What follows belongs to an exercise in optimizing a design on an open flow for small area, a short achievable clock period and few clock cycles per item; a production flow would make more cautious choices.
Where RTL was checked, it was by simulation tests only, not by an equivalence proof against the original.

==> run E: inputs <==
## piccolo128_dec
module piccolo128_dec
(
  input  logic         clk,
  input  logic         reset,
  input  logic         start,
  input  logic [127:0] keyin,
  input  logic [63:0]  ciphertext,
  output logic         busy,
  output logic         done,
  output logic [63:0]  plaintext
);
==> module piccolo128_dec, before the edit <==
module piccolo128_dec
(
  input  logic         clk,
  input  logic         reset,
  input  logic         start,
  input  logic [127:0] keyin,
  input  logic [63:0]  ciphertext,
  output logic         busy,
  output logic         done,
  output logic [63:0]  plaintext
);
  logic [127:0] r_key;
  logic [63:0]  r_s;
  logic [3:0]   r_n;           
  logic [15:0]  w_kin [8];
  logic [15:0]  w_k   [8];
  logic [4:0]   w_ca, w_cb;
  logic [3:0]   w_ksa, w_ksb;
  logic [31:0]  w_cona, w_conb;
  logic [15:0]  w_rka0, w_rka1, w_rkb0, w_rkb1;
  logic [63:0]  w_rnda, w_rndb;
  always_comb begin
    for (int j = 0; j < 8; j++) begin
      w_kin[j] = keyin[127-16*j -: 16];
      w_k[j]   = r_key[127-16*j -: 16];
    end
  end
  assign w_ca   = {r_n, 1'b1};
  assign w_cb   = {r_n, 1'b0};
  assign w_ksa  = piccolo_pkg::ksel(w_ca);
  assign w_ksb  = piccolo_pkg::ksel(w_cb);
  assign w_cona = piccolo_pkg::con128(w_ca);
  assign w_conb = piccolo_pkg::con128(w_cb);
  assign w_rka0 = w_k[{w_ksa[3:2], 1'b0}] ^ w_cona[31:16];
  assign w_rka1 = w_k[{w_ksa[1:0], 1'b1}] ^ w_cona[15:0];
  assign w_rkb0 = w_k[{w_ksb[3:2], 1'b0}] ^ w_conb[31:16];
  assign w_rkb1 = w_k[{w_ksb[1:0], 1'b1}] ^ w_conb[15:0];
  piccolo_round u_rnda (
    .x   (r_s),
    .rk0 (w_rka0),
    .rk1 (w_rka1),
    .y   (w_rnda)
  );
  piccolo_round u_rndb (
    .x   (piccolo_pkg::rp_inv(w_rnda)),
    .rk0 (w_rkb0),
    .rk1 (w_rkb1),
    .y   (w_rndb)
  );
  assign plaintext = w_rnda ^
                     {w_k[0][15:8], w_k[1][7:0], 16'h0, w_k[1][15:8], w_k[0][7:0], 16'h0};
  always_ff @(posedge clk) begin
    if (!busy) begin
      r_key <= keyin;
      r_s   <= ciphertext ^ {w_kin[4][15:8], w_kin[7][7:0], 16'h0,
                             w_kin[7][15:8], w_kin[4][7:0], 16'h0};
      r_n   <= 4'd15;
    end else begin
      r_s   <= piccolo_pkg::rp_inv(w_rndb);
      r_n   <= r_n - 4'd1;
    end
  end
  always_ff @(posedge clk) begin
    if (reset) begin
      busy <= 1'b0;
      done <= 1'b0;
    end else begin
      done <= busy && (r_n == 4'd1);
      if (!busy) busy <= start && !done;
      else if (r_n == 4'd1) busy <= 1'b0;
    end
  end
endmodule
==> flow/config.mk <==
export PLATFORM = sky130hd
export DESIGN_NAME = piccolo128_dec
export DESIGN_NICKNAME = piccolo128_dec
export VERILOG_FILES = /design/flow/design.v
export SDC_FILE = /design/flow/constraint.sdc
export NUM_CORES = 4
export LEC_CHECK = 0
export CAP_MARGIN = 20
export CORE_MARGIN = 2
export CORE_UTILIZATION = 40
export SETUP_SLACK_MARGIN = 0.5
export SLEW_MARGIN = 20
==> flow/constraint.sdc <==
create_clock -name core_clock -period 6.0 [get_ports {clk}]
set_input_delay 1.2000 -clock core_clock [delete_from_list [all_inputs] [get_ports {clk}]]
set_output_delay 1.2000 -clock core_clock [all_outputs]
set_load 0.01 [all_outputs]
standard.sh (not shown) runs the stock make flow with config.mk's settings and CLKGATE_MAP_FILE= SYNTH_SCRIPT=/design/flow/synth_recipe.tcl, a recipe that flattens the netlist after the stock synthesis.
==> flow/flow/run.sh <==
#!/bin/bash
# Standard ORFS layout, except that the port buffers are the smallest
# buffer cell instead of the delay buffer buffer_ports picks on its own.
set -euo pipefail
export BUFFER_PORTS_ARGS="-buffer_cell sky130_fd_sc_hd__buf_1"
bash standard.sh > standard_flow.log 2>&1
==> inputs of run C, as changes to run E <==
--- a/flow/design.v
+++ b/flow/design.v
@@ -73,53 +73,40 @@
 );
   logic [127:0] r_key;
   logic [63:0]  r_s;
-  logic [3:0]   r_n;           
+  logic [4:0]   r_c;           
   logic [15:0]  w_kin [8];
   logic [15:0]  w_k   [8];
-  logic [4:0]   w_ca, w_cb;
-  logic [3:0]   w_ksa, w_ksb;
-  logic [31:0]  w_cona, w_conb;
-  logic [15:0]  w_rka0, w_rka1, w_rkb0, w_rkb1;
-  logic [63:0]  w_rnda, w_rndb;
+  logic [3:0]   w_ksel;
+  logic [31:0]  w_con;
+  logic [15:0]  w_rk0, w_rk1;
+  logic [63:0]  w_rnd;
   always_comb begin
     for (int j = 0; j < 8; j++) begin
       w_kin[j] = keyin[127-16*j -: 16];
       w_k[j]   = r_key[127-16*j -: 16];
     end
   end
-  assign w_ca   = {r_n, 1'b1};
-  assign w_cb   = {r_n, 1'b0};
-  assign w_ksa  = piccolo_pkg::ksel(w_ca);
-  assign w_ksb  = piccolo_pkg::ksel(w_cb);
-  assign w_cona = piccolo_pkg::con128(w_ca);
-  assign w_conb = piccolo_pkg::con128(w_cb);
-  assign w_rka0 = w_k[{w_ksa[3:2], 1'b0}] ^ w_cona[31:16];
-  assign w_rka1 = w_k[{w_ksa[1:0], 1'b1}] ^ w_cona[15:0];
-  assign w_rkb0 = w_k[{w_ksb[3:2], 1'b0}] ^ w_conb[31:16];
-  assign w_rkb1 = w_k[{w_ksb[1:0], 1'b1}] ^ w_conb[15:0];
-  piccolo_round u_rnda (
+  assign w_ksel = piccolo_pkg::ksel(r_c);
+  assign w_con  = piccolo_pkg::con128(r_c);
+  assign w_rk0  = w_k[{w_ksel[3:2], 1'b0}] ^ w_con[31:16];
+  assign w_rk1  = w_k[{w_ksel[1:0], 1'b1}] ^ w_con[15:0];
+  piccolo_round u_round (
     .x   (r_s),
-    .rk0 (w_rka0),
-    .rk1 (w_rka1),
-    .y   (w_rnda)
+    .rk0 (w_rk0),
+    .rk1 (w_rk1),
+    .y   (w_rnd)
   );
-  piccolo_round u_rndb (
-    .x   (piccolo_pkg::rp_inv(w_rnda)),
-    .rk0 (w_rkb0),
-    .rk1 (w_rkb1),
-    .y   (w_rndb)
-  );
-  assign plaintext = w_rnda ^
+  assign plaintext = piccolo_pkg::rp(r_s) ^
                      {w_k[0][15:8], w_k[1][7:0], 16'h0, w_k[1][15:8], w_k[0][7:0], 16'h0};
   always_ff @(posedge clk) begin
     if (!busy) begin
       r_key <= keyin;
       r_s   <= ciphertext ^ {w_kin[4][15:8], w_kin[7][7:0], 16'h0,
                              w_kin[7][15:8], w_kin[4][7:0], 16'h0};
-      r_n   <= 4'd15;
+      r_c   <= 5'd31;
     end else begin
-      r_s   <= piccolo_pkg::rp_inv(w_rndb);
-      r_n   <= r_n - 4'd1;
+      r_s   <= piccolo_pkg::rp_inv(w_rnd);
+      r_c   <= r_c - 5'd1;
     end
   end
   always_ff @(posedge clk) begin
@@ -127,9 +114,9 @@
       busy <= 1'b0;
       done <= 1'b0;
     end else begin
-      done <= busy && (r_n == 4'd1);
+      done <= busy && (r_c == 5'd1);
       if (!busy) busy <= start && !done;
-      else if (r_n == 4'd1) busy <= 1'b0;
+      else if (r_c == 5'd1) busy <= 1'b0;
     end
   end
 endmodule
--- a/flow/config.mk
+++ b/flow/config.mk
@@ -7,6 +7,6 @@
 export LEC_CHECK = 0
 export CAP_MARGIN = 20
 export CORE_MARGIN = 2
-export CORE_UTILIZATION = 40
-export SETUP_SLACK_MARGIN = 0.5
+export CORE_UTILIZATION = 50
+export SETUP_SLACK_MARGIN = 3.1
 export SLEW_MARGIN = 20
==> summary of the runs <==
Core utilization: run E is lower than run C (13 points). In run C the maximum frequency is higher than in run E, by about 80%. Between run E and run C, the lower synthesized cell count is in run C (gap about 60%, measured against run C).
Testbench counts of run C, summed over its fixed seeds: cycles 8,440, blocks 256.
Only the layout flow was run in run E; the RTL was not checked for function there.

-- static timing again, ports no longer ideal --
The flow's constraints put no driver on any port. The routed layouts listed below were extracted and timed again, unchanged, in two steps.
Step 1, drivers: a clkbuf_16 drives clk and a buf_2 each remaining input, both assumed.
Step 2 moves the port delays by t, midway between the first and last clock arrival at a register: inputs arrive t later, outputs are due t later. That takes back most of the time a late clock gives input paths.
a / b / c = no drivers / after step 1 / after step 2; a / b = the first two.
| run | shift t [ns] | setup slack, ns | worst slew at a driven data input, ns |
|---|---|---|---|
| run E | 0.538 | 0.739 / 0.739 / 0.739 | 0.05 |
| run C | 0.478 | 3.150 / 3.150 / 3.150 | 0.08 |
After both steps setup and hold are still met in every run listed.
